Background: an optimization exercise with open tools, aiming at small area. Do not read the settings as production practice.
Function was checked by simulation only, so behaviour that the tests miss may differ from the original.

==> v13 <==
// processor
module processor (
  input  logic        clk,
  input  logic        reset,
  input  logic [31:0] instruction,
  output logic [31:0] addr,
  output logic [31:0] out,
  output logic        sys_dne,
  output logic        rw
);
==> module processor, before the edit <==
module processor (
  input  logic        clk,
  input  logic        reset,
  input  logic [31:0] instruction,
  output logic [31:0] addr,
  output logic [31:0] out,
  output logic        sys_dne,
  output logic        rw
);
  localparam logic [5:0] OP_AND = 6'd6;
  localparam logic [5:0] OP_OR  = 6'd7;
  localparam logic [5:0] OP_XOR = 6'd8;
  localparam logic [5:0] OP_NOT = 6'd9;
  localparam logic [5:0] OP_LI  = 6'd10;
  logic [31:0] pc_q;
  logic [3:0]  ph_q;
  logic        started_q;    
  always_ff @(posedge clk or negedge reset) begin
    if (!reset) begin
      pc_q      <= '0;
      ph_q      <= '0;
      started_q <= 1'b0;
    end else begin
      {pc_q, ph_q} <= {pc_q, ph_q} + 36'd1;
      if (ph_q == 4'd15) started_q <= 1'b1;
    end
  end
  logic [5:0] op;
  logic [4:0] rs, rt, rd, dst;
  logic       is_and, is_or, is_xor, is_not, is_li, wr;
  assign op  = instruction[31:26];
  assign rs  = instruction[25:21];
  assign rt  = instruction[20:16];
  assign rd  = instruction[15:11];
  assign is_and = (op == OP_AND);
  assign is_or  = (op == OP_OR);
  assign is_xor = (op == OP_XOR);
  assign is_not = (op == OP_NOT);
  assign is_li  = (op == OP_LI);
  assign wr     = is_and | is_or | is_xor | is_not | is_li;
  assign dst    = is_li ? rs : (is_not ? rt : rd);
  logic [31:0][15:0] lo_q;
  logic [31:0]       col0;      
  logic [31:0]       we;
  logic a, b, res;
  always_comb begin
    we = '0;
    we[dst] = wr;
  end
  assign a = col0[rs];
  assign b = col0[rt];
  always_comb begin
    if (is_li)       res = instruction[ph_q];
    else if (is_not) res = ~a;
    else if (is_and) res = a & b;
    else if (is_or)  res = a | b;
    else             res = a ^ b;
  end
  for (genvar i = 0; i < 32; i++) begin : g_reg
    assign col0[i] = lo_q[i][0];
    always_ff @(posedge clk) begin
      lo_q[i] <= {(we[i] ? res : lo_q[i][0]), lo_q[i][15:1]};
    end
  end
  logic [31:0] hr_q;
  logic [3:0]  tap;
  logic [1:0]  j_rs, j_rt, j_dst;
  logic        cap_a, cap_b, ins;
  logic        ha_q, hb_q, hres;
  assign tap   = {hr_q[24], hr_q[16], hr_q[8], hr_q[0]};
  assign j_rs  = rs[4:3]  - {pc_q[0], ph_q[3]};
  assign j_rt  = rt[4:3]  - {pc_q[0], ph_q[3]};
  assign j_dst = dst[4:3] - {pc_q[0], ph_q[3]};
  assign cap_a = ~ph_q[3] & (ph_q[2:0] == rs[2:0]);
  assign cap_b = ~ph_q[3] & (ph_q[2:0] == rt[2:0]);
  assign ins   = wr & ph_q[3] & (ph_q[2:0] == dst[2:0]);
  always_ff @(posedge clk) begin
    if (cap_a) ha_q <= tap[j_rs];
    if (cap_b) hb_q <= tap[j_rt];
  end
  always_comb begin
    if (is_li)       hres = 1'b0;
    else if (is_not) hres = ~ha_q;
    else if (is_and) hres = ha_q & hb_q;
    else if (is_or)  hres = ha_q | hb_q;
    else             hres = ha_q ^ hb_q;
  end
  always_ff @(posedge clk) begin
    hr_q <= {hr_q[0], hr_q[31:1]};
    if (ins) begin
      case (j_dst)
        2'd0: hr_q[31] <= hres;
        2'd1: hr_q[7]  <= hres;
        2'd2: hr_q[15] <= hres;
        default: hr_q[23] <= hres;
      endcase
    end
  end
  logic [15:0] out_lo_q;
  logic        out_hi_q;
  always_ff @(posedge clk) begin
    out_lo_q <= {(wr ? res : (out_lo_q[0] & started_q)), out_lo_q[15:1]};
    if (ph_q == 4'd15) out_hi_q <= wr ? hres : (out_hi_q & started_q);
  end
  assign sys_dne = started_q & (ph_q == 4'd0);
  assign addr    = pc_q;
  assign out     = {{16{out_hi_q}}, out_lo_q};
  assign rw      = 1'b0;
endmodule
Settings: LEC_CHECK=0, CAP_MARGIN=20, CORE_MARGIN=2, CORE_UTILIZATION=40, SLEW_MARGIN=20; clock period 6.0 ns.
standard.sh (not shown) runs the stock make flow with config.mk's settings and CLKGATE_MAP_FILE= SYNTH_SCRIPT=/design/flow/synth_recipe.tcl, a recipe that flattens the netlist after the stock synthesis.
==> flow/flow/run.sh <==
#!/bin/bash
# Layout flow: the standard ORFS flow (standard.sh, unchanged synthesis),
# with smaller port buffers and a clock tree of clkbuf_8 clusters without
# dummy loads. Each tool's output goes to its own log in the work folder.
set -euo pipefail
export BUFFER_PORTS_ARGS="-buffer_cell sky130_fd_sc_hd__buf_1"
export CTS_ARGS="-sink_clustering_enable -repair_clock_nets -buf_list {sky130_fd_sc_hd__clkbuf_4 sky130_fd_sc_hd__clkbuf_8} -sink_clustering_size 20 -sink_clustering_max_diameter 50 -dont_use_dummy_load"
bash standard.sh synth > log_synth.txt 2>&1
bash standard.sh floorplan > log_floorplan.txt 2>&1
bash standard.sh place > log_place.txt 2>&1
bash standard.sh cts > log_cts.txt 2>&1
bash standard.sh route > log_route.txt 2>&1
bash standard.sh finish > log_finish.txt 2>&1
==> inputs of v26, as changes to v13 <==
--- a/flow/design.v
+++ b/flow/design.v
@@ -43,12 +43,26 @@
   logic [31:0]       col0;      
   logic [31:0]       we;
   logic a, b, res;
+  logic [3:0] wsel_hi;
+  logic [7:0] wsel_lo;
   always_comb begin
-    we = '0;
-    we[dst] = wr;
+    wsel_hi = '0;
+    wsel_hi[dst[4:3]] = wr;
+    wsel_lo = '0;
+    wsel_lo[dst[2:0]] = 1'b1;
   end
-  assign a = col0[rs];
-  assign b = col0[rt];
+  logic [7:0] a1, b1;
+  logic [1:0] a2, b2;
+  for (genvar k = 0; k < 8; k++) begin : g_rd1
+    assign a1[k] = col0[4 * k + rs[1:0]];
+    assign b1[k] = col0[4 * k + rt[1:0]];
+  end
+  for (genvar k = 0; k < 2; k++) begin : g_rd2
+    assign a2[k] = a1[4 * k + rs[3:2]];
+    assign b2[k] = b1[4 * k + rt[3:2]];
+  end
+  assign a = a2[rs[4]];
+  assign b = b2[rt[4]];
   always_comb begin
     if (is_li)       res = instruction[ph_q];
     else if (is_not) res = ~a;
@@ -58,6 +72,7 @@
   end
   for (genvar i = 0; i < 32; i++) begin : g_reg
     assign col0[i] = lo_q[i][0];
+    assign we[i]   = wsel_hi[i / 8] & wsel_lo[i % 8];
     always_ff @(posedge clk) begin
       lo_q[i] <= {(we[i] ? res : lo_q[i][0]), lo_q[i][15:1]};
     end
@@ -68,9 +83,9 @@
   logic        cap_a, cap_b, ins;
   logic        ha_q, hb_q, hres;
   assign tap   = {hr_q[24], hr_q[16], hr_q[8], hr_q[0]};
-  assign j_rs  = rs[4:3]  - {pc_q[0], ph_q[3]};
-  assign j_rt  = rt[4:3]  - {pc_q[0], ph_q[3]};
-  assign j_dst = dst[4:3] - {pc_q[0], ph_q[3]};
+  assign j_rs  = {rs[4] ^ pc_q[0], rs[3]};
+  assign j_rt  = {rt[4] ^ pc_q[0], rt[3]};
+  assign j_dst = (dst[4:3] - 2'd1) ^ {pc_q[0], 1'b0};
   assign cap_a = ~ph_q[3] & (ph_q[2:0] == rs[2:0]);
   assign cap_b = ~ph_q[3] & (ph_q[2:0] == rt[2:0]);
   assign ins   = wr & ph_q[3] & (ph_q[2:0] == dst[2:0]);
==> flow/flow/run.sh (replaced) <==
#!/bin/bash
# Layout flow: the standard ORFS flow (standard.sh), with
#  - synthesis as standard.sh's, but an area-oriented ABC script for the
#    combinational logic (flow/my_synth.tcl, flow/abc_area.script);
#  - the smallest buffer (buf_1) for the port buffers;
#  - a clock tree of clkbuf_4 clusters, without dummy loads.
# Each step's output goes to its own log in the work folder.
set -euo pipefail
W=$(pwd)
export FLOW_SYNTH_TCL="$W/synth_recipe.tcl"
export FLOW_ABC_SCRIPT="$W/flow/abc_area.script"
export BUFFER_PORTS_ARGS="-buffer_cell sky130_fd_sc_hd__buf_1"
export CTS_ARGS="-sink_clustering_enable -repair_clock_nets -buf_list sky130_fd_sc_hd__clkbuf_4 -sink_clustering_size 12 -sink_clustering_max_diameter 55 -dont_use_dummy_load"
bash standard.sh SYNTH_SCRIPT="$W/flow/my_synth.tcl" synth > log_synth.txt 2>&1
bash standard.sh floorplan > log_floorplan.txt 2>&1
bash standard.sh place > log_place.txt 2>&1
bash standard.sh cts > log_cts.txt 2>&1
bash standard.sh route > log_route.txt 2>&1
bash standard.sh finish > log_finish.txt 2>&1
==> flow/flow/abc_area.script (new file) <==
&get -n
&st
&dc2
&dch
&nf -R 1000 -F 10 -C 32
&st
&dc2
&dch -f
&nf -R 1000 -F 10 -C 32
&st
&dch -f
&nf -R 1000 -F 10 -C 32
&put
topo
==> flow/flow/my_synth.tcl (new file) <==
# The standard synthesis (synth_recipe.tcl in the work folder), with one
# change: ABC maps the combinational logic with an area-oriented script
# (flow/abc_area.script) instead of ORFS's delay-oriented one. Everything
# else, the flip-flop mapping included, is unchanged, so the registers keep
# the standard synthesis's names and cell types.
proc abc {args} {
  set i [lsearch -exact $args -script]
  if { $i >= 0 } { lset args [expr { $i + 1 }] $::env(FLOW_ABC_SCRIPT) }
  set j [lsearch -exact $args -D]
  if { $j >= 0 } { set args [lreplace $args $j [expr { $j + 1 }]] }
  yosys abc {*}$args
}
source $::env(FLOW_SYNTH_TCL)
- CORE_UTILIZATION: 40 -> 65
- PLACE_DENSITY: not set -> 0.75
==> inputs of v15, as changes to v13 <==
==> flow/design.v (replaced) <==
module processor (
  input  logic        clk,
  input  logic        reset,
  input  logic [31:0] instruction,
  output logic [31:0] addr,
  output logic [31:0] out,
  output logic        sys_dne,
  output logic        rw
);
  localparam logic [5:0] OP_AND = 6'd6;
  localparam logic [5:0] OP_OR  = 6'd7;
  localparam logic [5:0] OP_XOR = 6'd8;
  localparam logic [5:0] OP_NOT = 6'd9;
  localparam logic [5:0] OP_LI  = 6'd10;
  logic [31:0] pc_q;
  logic [3:0]  ph_q;
  logic        started_q;    
  always_ff @(posedge clk or negedge reset) begin
    if (!reset) begin
      pc_q      <= '0;
      ph_q      <= '0;
      started_q <= 1'b0;
    end else begin
      {pc_q, ph_q} <= {pc_q, ph_q} + 36'd1;
      if (ph_q == 4'd15) started_q <= 1'b1;
    end
  end
  logic [5:0] op;
  logic [4:0] rs, rt, rd, dst;
  logic       is_and, is_or, is_xor, is_not, is_li, wr;
  assign op  = instruction[31:26];
  assign rs  = instruction[25:21];
  assign rt  = instruction[20:16];
  assign rd  = instruction[15:11];
  assign is_and = (op == OP_AND);
  assign is_or  = (op == OP_OR);
  assign is_xor = (op == OP_XOR);
  assign is_not = (op == OP_NOT);
  assign is_li  = (op == OP_LI);
  assign wr     = is_and | is_or | is_xor | is_not | is_li;
  assign dst    = is_li ? rs : (is_not ? rt : rd);
  logic [31:0][15:0] lo_q;
  logic [31:0]       hi_q;
  logic [31:0]       col0;      
  logic [31:0]       we;
  logic a, b, ha, hb, res, hres;
  logic hi_res_q;               
  always_comb begin
    we = '0;
    we[dst] = wr;
  end
  assign a  = col0[rs];
  assign b  = col0[rt];
  assign ha = hi_q[rs];
  assign hb = hi_q[rt];
  always_comb begin
    if (is_li)       res = instruction[ph_q];
    else if (is_not) res = ~a;
    else if (is_and) res = a & b;
    else if (is_or)  res = a | b;
    else             res = a ^ b;
    if (is_li)       hres = 1'b0;
    else if (is_not) hres = ~ha;
    else if (is_and) hres = ha & hb;
    else if (is_or)  hres = ha | hb;
    else             hres = ha ^ hb;
  end
  always_ff @(posedge clk) begin
    if (ph_q == 4'd0) hi_res_q <= hres;
  end
  for (genvar i = 0; i < 32; i++) begin : g_reg
    assign col0[i] = lo_q[i][0];
    always_ff @(posedge clk) begin
      lo_q[i] <= {(we[i] ? res : lo_q[i][0]), lo_q[i][15:1]};
      if (we[i]) hi_q[i] <= hi_res_q;
    end
  end
  logic [15:0] out_lo_q;
  logic        out_hi_q;
  always_ff @(posedge clk) begin
    out_lo_q <= {(wr ? res : (out_lo_q[0] & started_q)), out_lo_q[15:1]};
    out_hi_q <= wr ? hi_res_q : (out_hi_q & started_q);
  end
  assign sys_dne = started_q & (ph_q == 4'd0);
  assign addr    = pc_q;
  assign out     = {{16{out_hi_q}}, out_lo_q};
  assign rw      = 1'b0;
endmodule
==> flow/run.sh (new file) <==
#!/bin/bash
# synth_recipe.tcl (not shown) runs the flow's synth.tcl, then flattens the netlist and writes it again
# the make line also repeats each setting of config.mk as NAME=value (left out here)
make -C /OpenROAD-flow-scripts/flow DESIGN_CONFIG=/design/flow/config.mk WORK_HOME=/design/flow/orfs CLKGATE_MAP_FILE= SYNTH_SCRIPT=/design/flow/synth_recipe.tcl finish
removed: flow/flow/run.sh
removed: flow/standard.sh
==> inputs of v22, as changes to v13 <==
==> flow/design.v (replaced) <==
module processor (
  input  logic        clk,
  input  logic        reset,
  input  logic [31:0] instruction,
  output logic [31:0] addr,
  output logic [31:0] out,
  output logic        sys_dne,
  output logic        rw
);
  localparam logic [5:0] OP_AND = 6'd6;
  localparam logic [5:0] OP_OR  = 6'd7;
  localparam logic [5:0] OP_XOR = 6'd8;
  localparam logic [5:0] OP_NOT = 6'd9;
  localparam logic [5:0] OP_LI  = 6'd10;
  logic [31:0] pc_q;
  logic [3:0]  ph_q;
  logic        started_q;    
  always_ff @(posedge clk or negedge reset) begin
    if (!reset) begin
      pc_q      <= '0;
      ph_q      <= '0;
      started_q <= 1'b0;
    end else begin
      {pc_q, ph_q} <= {pc_q, ph_q} + 36'd1;
      if (ph_q == 4'd15) started_q <= 1'b1;
    end
  end
  logic [5:0] op;
  logic [4:0] rs, rt, rd, dst;
  logic       is_and, is_or, is_xor, is_not, is_li, wr;
  assign op  = instruction[31:26];
  assign rs  = instruction[25:21];
  assign rt  = instruction[20:16];
  assign rd  = instruction[15:11];
  assign is_and = (op == OP_AND);
  assign is_or  = (op == OP_OR);
  assign is_xor = (op == OP_XOR);
  assign is_not = (op == OP_NOT);
  assign is_li  = (op == OP_LI);
  assign wr     = is_and | is_or | is_xor | is_not | is_li;
  assign dst    = is_li ? rs : (is_not ? rt : rd);
  logic [31:0][15:0] lo_q;
  logic [31:0]       hi_q;
  logic [31:0]       col0;      
  logic [31:0]       we;
  logic a, b, ha, hb, res, hres;
  logic hi_res_q;               
  always_comb begin
    we = '0;
    we[dst] = wr;
  end
  assign a  = col0[rs];
  assign b  = col0[rt];
  assign ha = hi_q[rs];
  assign hb = hi_q[rt];
  always_comb begin
    if (is_li)       res = instruction[ph_q];
    else if (is_not) res = ~a;
    else if (is_and) res = a & b;
    else if (is_or)  res = a | b;
    else             res = a ^ b;
    if (is_li)       hres = 1'b0;
    else if (is_not) hres = ~ha;
    else if (is_and) hres = ha & hb;
    else if (is_or)  hres = ha | hb;
    else             hres = ha ^ hb;
  end
  always_ff @(posedge clk) begin
    if (ph_q == 4'd0) hi_res_q <= hres;
  end
  for (genvar i = 0; i < 32; i++) begin : g_reg
    assign col0[i] = lo_q[i][0];
    always_ff @(posedge clk) begin
      lo_q[i] <= {(we[i] ? res : lo_q[i][0]), lo_q[i][15:1]};
      if (we[i]) hi_q[i] <= hi_res_q;
    end
  end
  logic [15:0] out_lo_q;
  logic        out_hi_q;
  always_ff @(posedge clk) begin
    out_lo_q <= {(wr ? res : (out_lo_q[0] & started_q)), out_lo_q[15:1]};
    out_hi_q <= wr ? hi_res_q : (out_hi_q & started_q);
  end
  assign sys_dne = started_q & (ph_q == 4'd0);
  assign addr    = pc_q;
  assign out     = {{16{out_hi_q}}, out_lo_q};
  assign rw      = 1'b0;
endmodule
==> flow/run.sh (new file) <==
#!/bin/bash
# synth_recipe.tcl (not shown) runs the flow's synth.tcl, then flattens the netlist and writes it again
# the make line also repeats each setting of config.mk as NAME=value (left out here)
make -C /OpenROAD-flow-scripts/flow DESIGN_CONFIG=/design/flow/config.mk WORK_HOME=/design/flow/orfs CLKGATE_MAP_FILE= SYNTH_SCRIPT=/design/flow/synth_recipe.tcl finish
- ABC_AREA: not set -> 1
removed: flow/flow/run.sh
removed: flow/standard.sh
==> summary of the runs <==
- v22 finished with timing, DRC and antenna clean. v13 completed without violations. v15 ran to the end with no violations. v26 ran to the end with no violations.
- Of v26 and v15, v15 has the higher synthesized cell count (gap 3.2%, measured against v15).
- The lowest worst setup slack belongs to v15, the highest to v22.
- Of v15 and v13, v15 has the higher cell count (gap about 2%, measured against v13).
- Synthesized area: v22 > v15 > v13 > v26.
- Non-clock buffer count: v15 > v13 > v22 > v26.
- Utilization, highest first: v26, v15, v22, v13.
- Of v15 and v22, v22 has the higher via count (gap 17%, measured against v22).

separate check: timing with driven ports:
How much do the figures lean on ideal ports? The routed layouts below were timed once more, with nothing changed but the port constraints.
Step 1, drivers: a clkbuf_16 drives clk and a buf_2 each remaining input, both assumed.
Step 2, shift: input delay + t, output delay - t, t = (earliest + latest rising clock arrival at the registers) / 2. This alone moves slack from input paths to output paths.
a / b / c = no drivers / after step 1 / after step 2; a / b = the first two.
run | t, ns | slack for setup (ns) | worst setup path at the end | clock arrival spread, ns | worst data-port slew with drivers (ns)
v13 | 0.587 | 1.402 / 1.422 / 0.836 | input to register | 0.081 / 0.081 | 0.06
v26 | 0.699 | 1.582 / 1.579 / 0.881 | input to register | 0.101 / 0.101 | 0.04
v15 | 0.631 | 1.268 / 1.292 / 0.661 | input to register | 0.026 / 0.026 | 0.06
v22 | 0.627 | 1.589 / 1.587 / 0.959 | input to register | 0.010 / 0.011 | 0.07
After both steps setup and hold are still met in every run listed. The setup slack of v26, which loses most, moves by -0.003 ns with the drivers and by -0.701 ns with both steps.
